Context: an optimization exercise on an open-source flow, tuned for small area. The choices shown serve that exercise and are no tape-out recipe. Only simulation tests tie the RTL to the original design; equivalence was not proved. Power is estimated from default activity; no workload was simulated.

==> flow/design.v (excerpt) <==
module flight_core (
  input  logic               clk,
  input  logic               reset,
  input  logic               arm,
  input  logic               rc_valid,
  input  logic [10:0]        rc_throttle,
  input  logic [10:0]        rc_roll,
  input  logic [10:0]        rc_pitch,
  input  logic [10:0]        rc_yaw,
  input  logic               gyro_valid,
  input  logic [15:0]        gyro_roll,
  input  logic [15:0]        gyro_pitch,
  input  logic [15:0]        gyro_yaw,
  output logic               motor_1,
  output logic               motor_2,
  output logic               motor_3,
  output logic               motor_4
);
export LEC_CHECK = 0
export CAP_MARGIN = 20
export CORE_MARGIN = 2
export CORE_UTILIZATION = 55
export PLACE_DENSITY = 0.7
export SLEW_MARGIN = 20
export SYNTH_HIERARCHICAL = 1
export SYNTH_MINIMUM_KEEP_SIZE = 0
create_clock -name core_clock -period 10.0 [get_ports {clk}]
standard.sh (not shown) runs the stock make flow with config.mk's settings and CLKGATE_MAP_FILE= SYNTH_SCRIPT=/design/flow/synth_recipe.tcl, a recipe that flattens the netlist after the stock synthesis.
==> flow/flow/run.sh <==
#!/bin/bash
# The standard layout, with the smallest buffer on the ports and a clock
# tree of small buffers without dummy loads. The make output goes to
# flow_make.log here; every tool's own log stays under orfs/logs.
set -euo pipefail
CTS="-sink_clustering_enable -repair_clock_nets -buf_list sky130_fd_sc_hd__clkbuf_8 -sink_clustering_size 18 -sink_clustering_max_diameter 60 -dont_use_dummy_load"
bash standard.sh \
  "BUFFER_PORTS_ARGS=-buffer_cell sky130_fd_sc_hd__buf_1" \
  "CTS_ARGS=$CTS" \
  finish > flow_make.log 2>&1
The first run passed the timing, design-rule and antenna checks.
Change:
==> flow/flow/run.sh (replaced) <==
#!/bin/bash
# The standard layout, with the smallest buffer on the ports and a clock
# tree of small buffers without dummy loads. The make output goes to
# flow_make.log here; every tool's own log stays under orfs/logs.
set -euo pipefail
CTS="-sink_clustering_enable -repair_clock_nets -buf_list sky130_fd_sc_hd__clkbuf_4 -sink_clustering_size 10 -sink_clustering_max_diameter 50 -dont_use_dummy_load"
bash standard.sh \
  "BUFFER_PORTS_ARGS=-buffer_cell sky130_fd_sc_hd__buf_1" \
  "CTS_ARGS=$CTS" \
  finish > flow_make.log 2>&1
Settings changed: CORE_UTILIZATION 55 to 60, GPL_TIMING_DRIVEN set to 0, PLACE_DENSITY 0.7 to 0.75.
=>
- The new run completed without violations
- cell count stays flat
- sequential cell count does not change
- routed wire length rises by about 0.56%
- first-iteration DRC count decreases by 2.6%
Change:
Settings changed: CAP_MARGIN 20 to 0, CORE_UTILIZATION 60 to 55, GPL_TIMING_DRIVEN 0 to unset, PLACE_DENSITY 0.75 to 0.7, SLEW_MARGIN 20 to 0.
What happened: Worst setup slack got worse by 5.5 ps. Register-to-register slack hardly moves. Sequential cell count does not change. Die area rose by 8.9%. Wire length went up by 0.51%. Via count rises by 0.59%.
Change:
Settings changed: CORE_UTILIZATION 55 to 40, PLACE_DENSITY 0.7 to 0.6.
=>
- maximum frequency barely changes
- sequential power stays flat
- via count decreases by 1.4%
- final area increases by 1.8%
- clock power hardly moves
- utilization decreases by 17 points
- final cell count increases by 9.7%
- sequential share of layout area decreases by 0.65 points

========
Setup of old:
flight_core, a different RTL version from the one above (not shown whole).
Size: ~1000 cells after synthesis, ~100 I/O pins.
clock: 10.0 ns
lec_check: 0
cap_margin: 20
core_margin: 2
core_utilization: 40
place_density: 0.6
slew_margin: 20
synth_hierarchical: 1
synth_minimum_keep_size: 0
==> flow/flow/run.sh <==
#!/bin/bash
# The standard layout, with the smallest buffer on the ports and a clock
# tree of small buffers without dummy loads. The make output goes to
# flow_make.log here; every tool's own log stays under orfs/logs.
set -euo pipefail
CTS="-sink_clustering_enable -repair_clock_nets -buf_list sky130_fd_sc_hd__clkbuf_4 -sink_clustering_size 10 -sink_clustering_max_diameter 50 -dont_use_dummy_load"
bash standard.sh \
  "BUFFER_PORTS_ARGS=-buffer_cell sky130_fd_sc_hd__buf_1" \
  "CTS_ARGS=$CTS" \
  finish > flow_make.log 2>&1
old completed every stage of the flow, and the final layout passed the timing, design-rule and antenna checks.
#### Input delta (new over old)
--- a/flow/flow/run.sh
+++ b/flow/flow/run.sh
@@ -5,3 +5,3 @@
 set -euo pipefail
-CTS="-sink_clustering_enable -repair_clock_nets -buf_list sky130_fd_sc_hd__clkbuf_4 -sink_clustering_size 10 -sink_clustering_max_diameter 50 -dont_use_dummy_load"
+CTS="-sink_clustering_enable -repair_clock_nets -buf_list sky130_fd_sc_hd__clkbuf_4 -sink_clustering_size 12 -sink_clustering_max_diameter 60 -dont_use_dummy_load"
 bash standard.sh \
==> comparison <==
Delta (new minus old): overall routed net length now sits lower; number of vias in the routed layout now sits lower; ratio of final minimum period to clock period now sits at about the same level; maximum frequency now sits at about the same level; critical path's largest stage delay now sits lower. The layout overhead on the synthesized area reported for new is smaller than that of old by 0.35 points. [new] worst hold slack fell 0.023 ns relative to old. Total power delta for new relative to old: about 1.1% lower. Delta (new minus old): final critical-path required period about even, met1 wire length went up 1.0%. Between new and old, the difference in fraction of area in registers is negligible.

========
== alpha ==
flight_core with an RTL version that a note above also has.
For scale: roughly 210 flip-flops, about 0.014 mm2 of cells after synthesis.
export LEC_CHECK = 0
export CAP_MARGIN = 20
export CORE_MARGIN = 2
export CORE_UTILIZATION = 55
export PLACE_DENSITY = 0.7
export SLEW_MARGIN = 20
export SYNTH_HIERARCHICAL = 1
export SYNTH_MINIMUM_KEEP_SIZE = 0
create_clock -name core_clock -period 10.0 [get_ports {clk}]
==> flow/flow/run.sh <==
#!/bin/bash
# The standard layout, with the smallest buffer on the ports and a clock
# tree of small buffers without dummy loads. The make output goes to
# flow_make.log here; every tool's own log stays under orfs/logs.
set -euo pipefail
CTS="-sink_clustering_enable -repair_clock_nets -buf_list sky130_fd_sc_hd__clkbuf_4 -sink_clustering_size 10 -sink_clustering_max_diameter 50 -dont_use_dummy_load"
bash standard.sh \
  "BUFFER_PORTS_ARGS=-buffer_cell sky130_fd_sc_hd__buf_1" \
  "CTS_ARGS=$CTS" \
  finish > flow_make.log 2>&1
alpha went all the way through synthesis, placement and routing and the layout is clean on timing, DRC and antenna.
## Diff of input files: beta against alpha
- an added GPL_TIMING_DRIVEN of 0
- a change of PLACE_DENSITY from 0.7 to 0.6
- a change of CORE_UTILIZATION from 55 to 40
--- outcome ---
- Every stage of the flow completed for alpha, and the final layout passed the timing, design-rule and antenna checks.
- beta: PASS, flow complete, no timing, DRC or antenna violations
- As far as max-slew violation count goes, alpha and beta are indistinguishable; the numbers are identical.
- Hold slack: beta vs alpha, no meaningful difference
- Compared with alpha, total of buffers placed on input and output ports in beta decreased slightly.
- Comparing beta and alpha, the higher setup slack is on alpha.
- Delta (beta minus alpha): total sequential power now sits at about the same level, fraction of area in registers down 0.76 points.
- On final critical delay including setup and external delays, alpha beats beta.
- Total routed wirelength, beta and alpha: lower on alpha
- Side by side, met1 wire length turned out higher in beta than in alpha.
- Wire length of the first global-routing pass: beta higher than alpha
- In beta, the utilization came out 17 points below the value in alpha.

-- what the ideal ports hide --
No port has a modelled driver above. Below, the same layouts with a new extraction and two added sets of constraints. Step 1 sets driving cells, clkbuf_16 on the clock port and buf_2 on the other inputs (assumed; they add their load-dependent delay and slew). Step 2, shift: input delay + t, output delay - t, t = (earliest + latest rising clock arrival at the registers) / 2. This alone moves slack from input paths to output paths. Three values: ideal, step 1, step 2; two values: the first two.
| run | t (ns) | slack for setup (ns) | worst slew at a driven data input, ns |
|---|---|---|---|
| the first run of note 1 | 0.552 | 0.218 / 0.218 / 0.218 | 0.06 |
| the second run of note 1 | 0.680 | 0.236 / 0.236 / 0.236 | 0.04 |
| the third run of note 1 | 0.724 | 0.231 / 0.231 / 0.231 | 0.06 |
| the fourth run of note 1 | 0.733 | 0.230 / 0.230 / 0.230 | 0.04 |
| old | 0.728 | 0.222 / 0.222 / 0.222 | 0.04 |
| new | 0.694 | 0.220 / 0.220 / 0.220 | 0.04 |
| alpha | 0.696 | 0.226 / 0.226 / 0.226 | 0.06 |
| beta | 0.698 | 0.191 / 0.191 / 0.191 | 0.06 |
After both steps setup and hold are still met in every run listed.
